Context: an optimization exercise on an open-source flow, tuned for small area and a short achievable clock period. The choices shown serve that exercise and are no tape-out recipe. The RTL was checked by simulation tests, not by an equivalence proof against the original design.

Setup of exp/violet:
// fp_module
module fp_module (
    input  logic                     i_clk,
    input  logic                     i_rst,
    input  fp_format_pkg::fp_word_t  i_data_r1,
    input  fp_format_pkg::fp_word_t  i_data_r2,
    input  logic [5-1:0]      i_alu_ctrl,
    output fp_format_pkg::fp_word_t  o_data,
    output logic                     o_invalid
);
Size in the first run: roughly 3600 cells after synthesis, ~100 I/O pins, ~0.024 sq mm of cells after synthesis.
export LEC_CHECK = 0
export ABC_AREA = 1
export CAP_MARGIN = 0
export CORE_MARGIN = 2
export CORE_UTILIZATION = 40
export SETUP_SLACK_MARGIN = 5
export SLEW_MARGIN = 0
create_clock -name core_clock -period 17.0 [get_ports {i_clk}]
standard.sh (not shown) runs the stock make flow with config.mk's settings and CLKGATE_MAP_FILE= SYNTH_SCRIPT=/design/flow/synth_recipe.tcl, a recipe that flattens the netlist after the stock synthesis.
==> flow/flow/run.sh <==
#!/bin/bash
set -euo pipefail
export SKIP_GATE_CLONING=1
export BUFFER_PORTS_ARGS="-buffer_cell sky130_fd_sc_hd__buf_1"
R=orfs/results/sky130hd/fp_module/base
bash standard.sh synth > standard_synth.log 2>&1
cp $R/1_2_yosys.v yosys_netlist_standard.v
python3 flow/fixpol.py yosys_netlist_standard.v $R/1_2_yosys.v > fixpol.log 2>&1
rm -f $R/1_synth.odb $R/1_synth.sdc
bash standard.sh finish > standard_flow.log 2>&1
Other scripts of this flow, unchanged in this note and not shown: flow/flow/fixpol.py
### exp/violet -> exp/amber
# exp/violet
export LEC_CHECK = 0
export ABC_AREA = 1
export CAP_MARGIN = 0
export CORE_MARGIN = 2
export CORE_UTILIZATION = 40
export SETUP_SLACK_MARGIN = 5
export SLEW_MARGIN = 0
create_clock -name core_clock -period 17.0 [get_ports {i_clk}]
# exp/amber
export LEC_CHECK = 0
export ABC_AREA = 1
export CAP_MARGIN = 0
export CORE_MARGIN = 2
export CORE_UTILIZATION = 50
export SETUP_SLACK_MARGIN = 5
export SLEW_MARGIN = 0
create_clock -name core_clock -period 17.0 [get_ports {i_clk}]
-- flow/flow/run.sh --
<<< exp/violet, line 3
export SKIP_GATE_CLONING=1
>>> exp/amber, line 3
Findings:
Per the comparison of exp/amber with exp/violet, clock-pin slew on the worst setup and hold paths closely matched the old numbers, wire length of the first global-routing pass went up.
> inputs changed (exp/amber -> exp/delta)
# exp/amber
export LEC_CHECK = 0
export ABC_AREA = 1
export CAP_MARGIN = 0
export CORE_MARGIN = 2
export CORE_UTILIZATION = 50
export SETUP_SLACK_MARGIN = 5
export SLEW_MARGIN = 0
create_clock -name core_clock -period 17.0 [get_ports {i_clk}]
# exp/delta
export LEC_CHECK = 0
export ABC_AREA = 1
export CAP_MARGIN = 20
export CORE_MARGIN = 2
export CORE_UTILIZATION = 40
export SETUP_SLACK_MARGIN = 5
export SLEW_MARGIN = 20
create_clock -name core_clock -period 17.0 [get_ports {i_clk}]
## What came out
Diff exp/amber..exp/delta | weighted congestion reported at the end of routability-driven placement | negligible
exp/amber → exp/delta: count of non-filler cells in the finished layout shows an increase of about 4%; multi-input combinational cell count shows no meaningful change; maximum frequency shows an increase of 0.93 MHz.
First-iteration DRC count: exp/delta vs exp/amber down 281
diff inputs: exp/delta => exp/juniper
-- flow/flow/run.sh --
<<< exp/delta, line 3
>>> exp/juniper, line 3
sed 's/SETUP_SLACK_MARGIN=5\b/SETUP_SLACK_MARGIN=5.5/' standard.sh > standard_m.sh
grep -q 'SETUP_SLACK_MARGIN=5.5' standard_m.sh
<<< exp/delta, line 5
bash standard.sh synth > standard_synth.log 2>&1
>>> exp/juniper, line 7
bash standard_m.sh synth > standard_synth.log 2>&1
<<< exp/delta, line 9
bash standard.sh finish > standard_flow.log 2>&1
>>> exp/juniper, line 11
bash standard_m.sh finish > standard_flow.log 2>&1
Notes after the runs:
- Delta (exp/juniper minus exp/delta): core utilization now sits higher, post-synthesis to final-layout area growth now sits higher.
- Compared exp/delta against exp/juniper; delay of the slowest cell on the worst path within noise.
- exp/juniper vs exp/delta on transition time at the pin with the least slew margin: exp/juniper is the higher one.
- Compared to exp/delta, exp/juniper has first-pass GRT wire length 3900 microns higher.
- Diff exp/delta -> exp/juniper: critical path depth went up by 7.4%.
- exp/juniper finished every step from synthesis to the final layout, and the layout passed the timing, design-rule and antenna checks.
- Between exp/delta and exp/juniper, the hold slack does not differ in any meaningful way.
- Number of iterations in the first detailed-routing pass was lower in exp/juniper than in exp/delta.


Setup of run 1:
fp_module, a different RTL version from the one above (not shown whole).
For scale: roughly 3,100 cells after synthesis, ~100 I/O pins, about 22,000 um2 of cells after synthesis.
==> flow/design.v (excerpt) <==
module fp_module (
    input  logic                     i_clk,
    input  logic                     i_rst,
    input  fp_format_pkg::fp_word_t  i_data_r1,
    input  fp_format_pkg::fp_word_t  i_data_r2,
    input  logic [5-1:0]      i_alu_ctrl,
    output fp_format_pkg::fp_word_t  o_data,
    output logic                     o_invalid
);
Settings: LEC_CHECK=0, ABC_AREA=1, CAP_MARGIN=20, CORE_MARGIN=2, CORE_UTILIZATION=40, SETUP_SLACK_MARGIN=4, SLEW_MARGIN=20; clock period 17.0 ns.
==> flow/flow/run.sh <==
#!/bin/bash
set -euo pipefail
rm -rf scripts_local
cp -r "$FLOW_HOME/scripts" scripts_local
cp flow/abc_area.script scripts_local/abc_area.script
export SCRIPTS_DIR="$PWD/scripts_local"
export BUFFER_PORTS_ARGS="-buffer_cell sky130_fd_sc_hd__buf_1"
bash standard.sh finish > standard_flow.log 2>&1
==> flow/flow/abc_area.script <==
strash
dch
map -a
topo
dnsize -c
Both conditions hold for run 1: the flow ran to the end and the final layout passed the timing, design-rule and antenna checks.
### run 1 -> run 2
# run 1
export LEC_CHECK = 0
export ABC_AREA = 1
export CAP_MARGIN = 20
export CORE_MARGIN = 2
export CORE_UTILIZATION = 40
export SETUP_SLACK_MARGIN = 4
export SLEW_MARGIN = 20
create_clock -name core_clock -period 17.0 [get_ports {i_clk}]
# run 2
export LEC_CHECK = 0
export ABC_AREA = 1
export CAP_MARGIN = 20
export CORE_MARGIN = 2
export CORE_UTILIZATION = 40
export GPL_TIMING_DRIVEN = 1
export SETUP_SLACK_MARGIN = 5
export SLEW_MARGIN = 20
create_clock -name core_clock -period 17.0 [get_ports {i_clk}]
==> flow/run.sh (new file) <==
#!/bin/bash
# synth_recipe.tcl (not shown) runs the flow's synth.tcl, then flattens the netlist and writes it again
# the make line also repeats each setting of config.mk as NAME=value (left out here)
make -C /OpenROAD-flow-scripts/flow DESIGN_CONFIG=/design/flow/config.mk WORK_HOME=/design/flow/orfs CLKGATE_MAP_FILE= SYNTH_SCRIPT=/design/flow/synth_recipe.tcl finish
removed: flow/flow/run.sh
removed: flow/flow/abc_area.script
removed: flow/standard.sh
[summary]
In the metrics for run 2 and run 1, the one carrying the higher wire length of the first global-routing pass is run 2. Relative to run 1, final setup slack of the worst path has gone up in run 2. Relative to run 1, routed wire length has increased by about 13% in run 2.
Inputs modified between run 2 and run 3:
# run 2
export LEC_CHECK = 0
export ABC_AREA = 1
export CAP_MARGIN = 20
export CORE_MARGIN = 2
export CORE_UTILIZATION = 40
export GPL_TIMING_DRIVEN = 1
export SETUP_SLACK_MARGIN = 5
export SLEW_MARGIN = 20
create_clock -name core_clock -period 17.0 [get_ports {i_clk}]
# run 3
export LEC_CHECK = 0
export ABC_AREA = 1
export CAP_MARGIN = 20
export CORE_MARGIN = 2
export CORE_UTILIZATION = 40
export SETUP_SLACK_MARGIN = 4
export SLEW_MARGIN = 20
create_clock -name core_clock -period 17.0 [get_ports {i_clk}]
==> flow/flow/run.sh (new file) <==
#!/bin/bash
set -euo pipefail
rm -rf scripts_local
cp -r "$FLOW_HOME/scripts" scripts_local
cp flow/abc_area.script scripts_local/abc_area.script
export SCRIPTS_DIR="$PWD/scripts_local"
export BUFFER_PORTS_ARGS="-buffer_cell sky130_fd_sc_hd__buf_1"
bash standard.sh finish > standard_flow.log 2>&1
==> flow/flow/abc_area.script (new file) <==
strash
dch
map -B 0.9
==> flow/standard.sh (new file) <==
#!/bin/bash
# synth_recipe.tcl (not shown) runs the flow's synth.tcl, then flattens the netlist and writes it again
# the make line also repeats each setting of config.mk as NAME=value (left out here)
make -C /OpenROAD-flow-scripts/flow DESIGN_CONFIG=/design/flow/config.mk WORK_HOME=/design/flow/orfs CLKGATE_MAP_FILE= SYNTH_SCRIPT=/design/flow/synth_recipe.tcl "${@:-finish}"
removed: flow/run.sh
Findings:
Against run 2 as the reference, run 3 delivers a lower via count of the first global-routing pass.
Delta (run 3 minus run 2): total wirelength of the detailed-routed design lost 6200 um, fraction of area in multi-input gates went up 6.2 points.
The lower shortest clock period the worst path allows after layout of run 3 and run 2 is in run 2.
Run 2 and run 3 ended up with roughly the same flip-flop and latch count.
Run 3 ended with less minimum hold slack than run 2.
Delta (run 3 minus run 2): post-layout instance area down about 15%, count of mapped cells out of synthesis went down 208, number of optimization iterations in the first detailed-route pass lower.
### run 3 -> run 4
# run 3
export LEC_CHECK = 0
export ABC_AREA = 1
export CAP_MARGIN = 20
export CORE_MARGIN = 2
export CORE_UTILIZATION = 40
export SETUP_SLACK_MARGIN = 4
export SLEW_MARGIN = 20
create_clock -name core_clock -period 17.0 [get_ports {i_clk}]
# run 4
export LEC_CHECK = 0
export ABC_AREA = 1
export CAP_MARGIN = 20
export CORE_MARGIN = 2
export CORE_UTILIZATION = 40
export SETUP_SLACK_MARGIN = 3.5
export SLEW_MARGIN = 20
create_clock -name core_clock -period 17.0 [get_ports {i_clk}]
==> flow/run.sh (new file) <==
#!/bin/bash
# synth_recipe.tcl (not shown) runs the flow's synth.tcl, then flattens the netlist and writes it again
# the make line also repeats each setting of config.mk as NAME=value (left out here)
make -C /OpenROAD-flow-scripts/flow DESIGN_CONFIG=/design/flow/config.mk WORK_HOME=/design/flow/orfs CLKGATE_MAP_FILE= SYNTH_SCRIPT=/design/flow/synth_recipe.tcl finish
removed: flow/flow/run.sh
removed: flow/flow/abc_area.script
removed: flow/standard.sh
### Flow results
- Between run 4 and run 3, it is run 4 whose critical path depth in cells is higher, by 6.
- Run 4 vs. run 3: maximum number of pins on one net before global-route repair did not really move, row count went up, final routed wirelength across all metal layers went down, multi-input combinational cell count did not really move, via count went down.


fp_module with an RTL version that a note above also has.
Size in the first run: about 3600 cells after synthesis, ~24000 um^2 of cells after synthesis.
export LEC_CHECK = 0
export ABC_AREA = 1
export CAP_MARGIN = 0
export CORE_MARGIN = 2
export CORE_UTILIZATION = 40
export PLACE_DENSITY = 0.7
export SETUP_SLACK_MARGIN = 5
export SLEW_MARGIN = 0
create_clock -name core_clock -period 17.0 [get_ports {i_clk}]
==> flow/flow/run.sh <==
#!/bin/bash
set -euo pipefail
export BUFFER_PORTS_ARGS="-buffer_cell sky130_fd_sc_hd__buf_1"
R=orfs/results/sky130hd/fp_module/base
bash standard.sh synth > standard_synth.log 2>&1
cp $R/1_2_yosys.v yosys_netlist_standard.v
python3 flow/fixpol.py yosys_netlist_standard.v $R/1_2_yosys.v > fixpol.log 2>&1
rm -f $R/1_synth.odb $R/1_synth.sdc
bash standard.sh finish > standard_flow.log 2>&1
Other scripts of this flow, unchanged in this note and not shown: flow/flow/fixpol.py
==> next run, changes <==
PLACE_DENSITY = default   (was 0.7)
=> Setup slack is better by 0.13 ns. Synthesized cell count does not change. Cell count stays flat. Utilization drops by 0.20 points. Critical path depth went up by 18. Global-route usage rose by 0.52 points. Via count is lower by 2.3%.
==> next run, changes <==
TNS_END_PERCENT = 20   (was default)
- The new run ran to the end with no violations
- global-route usage is about the same
- via count went up by about 0.34%
- synthesized area does not change
- setup slack gets worse by 0.0096 ns
- final area is about the same
- sequential cell count does not change
- synthesized cell count stays the same
- die area is unchanged
- first-iteration DRC count went down by 1.9%


== build 52 ==
fp_module with an RTL version that a note above also has.
For scale: about 100 I/O pins, ~0.024 mm² of cells after synthesis.
make LEC_CHECK=0 ABC_AREA=1 CAP_MARGIN=20 CORE_MARGIN=2 CORE_UTILIZATION=40 SETUP_SLACK_MARGIN=4.5 SLEW_MARGIN=20 finish   # period 17.0 ns
run.sh (not shown) runs the stock make flow with config.mk's settings and CLKGATE_MAP_FILE= SYNTH_SCRIPT=/design/flow/synth_recipe.tcl, a recipe that flattens the netlist after the stock synthesis.
Stock flow here: none of the scripts above is used.
#### Input delta (build 80 over build 52)
- a deleted SETUP_SLACK_MARGIN that had been 4.5
Results
In the metrics for build 52 and build 80, the one carrying the higher net count reported at finish is build 52.
Per the comparison of build 80 with build 52, routed wire length went down; setup slack of the critical path after layout now sits lower.
Build 80 reports its slowest cell on the critical path as sky130_fd_sc_hd__clkdlybuf4s50_1 while build 52 reports sky130_fd_sc_hd__fa_1.
i_data_r2[1] as the startpoint of the worst setup timing path was reported by build 80, and i_data_r1[11] by build 52.
Between build 80 and build 52, the CTS clock-pin slew for the worst setup and hold paths figures differ only marginally.
Against build 52, the final cell area of build 80 is lower.
### build 80 -> build 47
- setting SETUP_SLACK_MARGIN to 4 for the first time
### Flow results
When the final numbers for build 80 and build 47 were put side by side, the worst-case setup margin in the final layout turned out to be smaller in build 80. Build 47 against build 80: cell area after synthesis ~0 delta; met3 wire length rose by 24%; longest individual stage delay on the worst path shows a reduction of 0.24 ns.


Setup of old:
Starting RTL as in the previous note.
==> flow/config.mk <==
export PLATFORM = sky130hd
export DESIGN_NAME = fp_module
export DESIGN_NICKNAME = fp_module
export VERILOG_FILES = /design/flow/design.v
export SDC_FILE = /design/flow/constraint.sdc
export NUM_CORES = 4
export LEC_CHECK = 0
export ABC_AREA = 1
export CAP_MARGIN = 20
export CORE_MARGIN = 2
export CORE_UTILIZATION = 40
export SETUP_SLACK_MARGIN = 5
export SLEW_MARGIN = 20
==> flow/constraint.sdc <==
create_clock -name core_clock -period 17.0 [get_ports {i_clk}]
set_input_delay 3.4000 -clock core_clock [delete_from_list [all_inputs] [get_ports {i_clk}]]
set_output_delay 3.4000 -clock core_clock [all_outputs]
set_load 0.01 [all_outputs]
### old -> new
Settings: SETUP_SLACK_MARGIN: 5 -> 4.
==> flow/flow/run.sh (new file) <==
#!/bin/bash
set -euo pipefail
export BUFFER_PORTS_ARGS="-buffer_cell sky130_fd_sc_hd__buf_1"
bash standard.sh finish > standard_flow.log 2>&1
==> flow/standard.sh (new file) <==
#!/bin/bash
# synth_recipe.tcl (not shown) runs the flow's synth.tcl, then flattens the netlist and writes it again
# the make line also repeats each setting of config.mk as NAME=value (left out here)
make -C /OpenROAD-flow-scripts/flow DESIGN_CONFIG=/design/flow/config.mk WORK_HOME=/design/flow/orfs CLKGATE_MAP_FILE= SYNTH_SCRIPT=/design/flow/synth_recipe.tcl "${@:-finish}"
removed: flow/run.sh
==> comparison <==
- new vs old, sequential share of cell area went up by 0.37 points.
- old has higher met1 routing resource usage after global routing than new.
- When new is set beside old, its setup slack of the critical path after layout turns out to be 720 ps smaller.
- Final critical delay including setup and external delays was lower in the run labelled old.
- new ended up with a lower utilization than old did.
- Diff old -> new: routed wire length fell 7.5%, part of the cycle the worst path needs +4.2 points.


## build 69
fp_module with an RTL version that a note above also has.
Size: roughly 3600 cells after synthesis, roughly 24000 sq um of cells after synthesis.
clock: 17.0 ns
lec_check: 0
abc_area: 1
cap_margin: 20
core_margin: 2
core_utilization: 40
setup_slack_margin: 4.75
slew_margin: 20
standard.sh (not shown) runs the stock make flow with config.mk's settings and CLKGATE_MAP_FILE= SYNTH_SCRIPT=/design/flow/synth_recipe.tcl, a recipe that flattens the netlist after the stock synthesis.
==> flow/flow/run.sh <==
#!/bin/bash
set -euo pipefail
export BUFFER_PORTS_ARGS="-buffer_cell sky130_fd_sc_hd__buf_1"
R=orfs/results/sky130hd/fp_module/base
bash standard.sh synth > standard_synth.log 2>&1
cp $R/1_2_yosys.v yosys_netlist_standard.v
python3 flow/fixpol.py yosys_netlist_standard.v $R/1_2_yosys.v > fixpol.log 2>&1
rm -f $R/1_synth.odb $R/1_synth.sdc
bash standard.sh finish > standard_flow.log 2>&1
Other scripts of this flow, unchanged in this note and not shown: flow/flow/fixpol.py
Build 69: no failed stages, no open violations at the end
Relative to build 69, the following input files were edited for build 49:
- a change of SLEW_MARGIN from 20 to 0
- a change of CAP_MARGIN from 20 to 0
- a change of SETUP_SLACK_MARGIN from 4.75 to 5
--- a/flow/flow/run.sh
+++ b/flow/flow/run.sh
@@ -2,3 +2,3 @@
 set -euo pipefail
-export BUFFER_PORTS_ARGS="-buffer_cell sky130_fd_sc_hd__buf_1"
+export BUFFER_PORTS_ARGS="-buffer_cell sky130_fd_sc_hd__buf_2"
 R=orfs/results/sky130hd/fp_module/base
Notes after the runs:
Compared build 49 against build 69; standard cell area after detailed placement within noise.
Relative to build 69, number of design-rule violations left by the first detailed-router iteration increased by about 1.4% in build 49.
Data arrival at the endpoint of the critical path in build 49 vs build 69: down 0.18 ns
Count of cell instances traversed by the critical path went up by more than a quarter going from build 69 to build 49.
Of the two values seen for highest-delay cell along the critical path, sky130_fd_sc_hd__fa_1 was produced by build 69 and sky130_fd_sc_hd__fa_2 by build 49.
For aggregate global-route resource usage, build 69 and build 49 come out practically identical.
Changes in build 4 relative to build 49:
--- a/flow/flow/run.sh
+++ b/flow/flow/run.sh
@@ -2,3 +2,9 @@
 set -euo pipefail
-export BUFFER_PORTS_ARGS="-buffer_cell sky130_fd_sc_hd__buf_2"
+# ABC maps for area without its own gate sizing (flow/abc_area.script);
+# the timing repair after placement sizes the paths that need it.
+rm -rf scripts_local
+cp -r "$FLOW_HOME/scripts" scripts_local
+cp flow/abc_area.script scripts_local/abc_area.script
+export SCRIPTS_DIR="$PWD/scripts_local"
+export BUFFER_PORTS_ARGS="-buffer_cell sky130_fd_sc_hd__buf_1"
 R=orfs/results/sky130hd/fp_module/base
==> flow/flow/abc_area.script (new file) <==
strash
dch
map -B 0.9
Build 4 vs. build 49: synthesized area went down by 6.0%. As far as maximum frequency is concerned, build 49 and build 4 perform about the same. Area: build 4 vs build 49 -> build 4 larger. Measured against build 49, the synthesized cell count of build 4 comes out at 0.940 times the reference value. Delta (build 4 minus build 49): met1 track utilization from global routing rose 6.5 points, critical path depth down 21.
For build 18, these inputs were changed with respect to build 4:
- SETUP_SLACK_MARGIN: 5 -> 4.5
- CAP_MARGIN: 0 -> 20
- SLEW_MARGIN: 0 -> 20
==> flow/flow/run.sh <==
#!/bin/bash
set -euo pipefail
export BUFFER_PORTS_ARGS="-buffer_cell sky130_fd_sc_hd__buf_1"
R=orfs/results/sky130hd/fp_module/base
bash standard.sh synth > standard_synth.log 2>&1
cp $R/1_2_yosys.v yosys_netlist_standard.v
python3 flow/fixpol.py yosys_netlist_standard.v $R/1_2_yosys.v > fixpol.log 2>&1
rm -f $R/1_synth.odb $R/1_synth.sdc
bash standard.sh finish > standard_flow.log 2>&1
removed: flow/flow/abc_area.script
As of build 18, tap cell count had risen by a few percent compared to build 4. From build 4 to build 18 the numbers moved as follows: synthesized cell area now larger, multi-input combinational cell count comparable, die outline area now larger, count of mapped cells out of synthesis now larger.

==> static timing again, ports no longer ideal <==
Ports are ideal in the flow. The routed layouts listed here were re-timed in OpenROAD. Step 1 assumes that a clkbuf_16 drives the clock port and a buf_2 every other input. Step 2 times the ports against the registers' clock, not the clock port: input delays grow and output delays shrink by t, the midpoint of the rising clock arrivals with the driver on. Three values: ideal ports, drivers, drivers and shift; two values: the first two.
| run | t (ns) | slack for setup (ns) | hold slack, ns |
|---|---|---|---|
| exp/violet | 0.307 | 5.483 / 5.380 / 5.073 | 3.543 / 3.531 / 3.805 |
| exp/amber | 0.315 | 5.316 / 5.326 / 5.011 | 3.558 / 3.547 / 3.804 |
| exp/delta | 0.312 | 5.441 / 5.326 / 5.014 | 3.540 / 3.528 / 3.810 |
| exp/juniper | 0.302 | 5.751 / 5.753 / 5.451 | 3.541 / 3.527 / 3.805 |
| run 1 | 0.303 | 4.317 / 4.313 / 4.009 | 3.522 / 3.520 / 3.803 |
| run 2 | 0.309 | 5.232 / 5.238 / 4.928 | 3.619 / 3.608 / 3.917 |
| run 3 | 0.305 | 4.371 / 4.364 / 4.058 | 3.537 / 3.532 / 3.806 |
| run 4 | 0.304 | 3.986 / 3.995 / 3.691 | 3.946 / 3.937 / 4.155 |
| the first run of note 3 | 0.305 | 5.366 / 5.313 / 5.008 | 3.540 / 3.527 / 3.816 |
| the second run of note 3 | 0.308 | 5.497 / 5.408 / 5.100 | 3.541 / 3.527 / 3.805 |
| the third run of note 3 | 0.308 | 5.487 / 5.390 / 5.082 | 3.540 / 3.527 / 3.804 |
| build 52 | 0.310 | 4.730 / 4.741 / 4.431 | 3.663 / 3.654 / 3.964 |
| build 80 | 0.305 | 1.503 / 1.504 / 1.199 | 3.955 / 3.945 / 4.155 |
| build 47 | 0.304 | 4.413 / 4.422 / 4.117 | 3.735 / 3.730 / 4.034 |
| old | 0.309 | 5.232 / 5.238 / 4.928 | 3.619 / 3.608 / 3.917 |
| new | 0.306 | 4.513 / 4.507 / 4.201 | 3.632 / 3.622 / 3.799 |
| build 69 | 0.312 | 5.235 / 5.151 / 4.839 | 3.535 / 3.523 / 3.810 |
| build 49 | 0.309 | 5.415 / 5.288 / 4.979 | 3.473 / 3.465 / 3.774 |
| build 4 | 0.306 | 5.409 / 5.378 / 5.072 | 3.517 / 3.508 / 3.807 |
| build 18 | 0.310 | 5.065 / 5.039 / 4.729 | 3.541 / 3.531 / 3.811 |
After both steps every run listed still meets setup and hold. The setup slack of build 49, which loses most, moves by -0.127 ns with the drivers and by -0.436 ns with both steps.
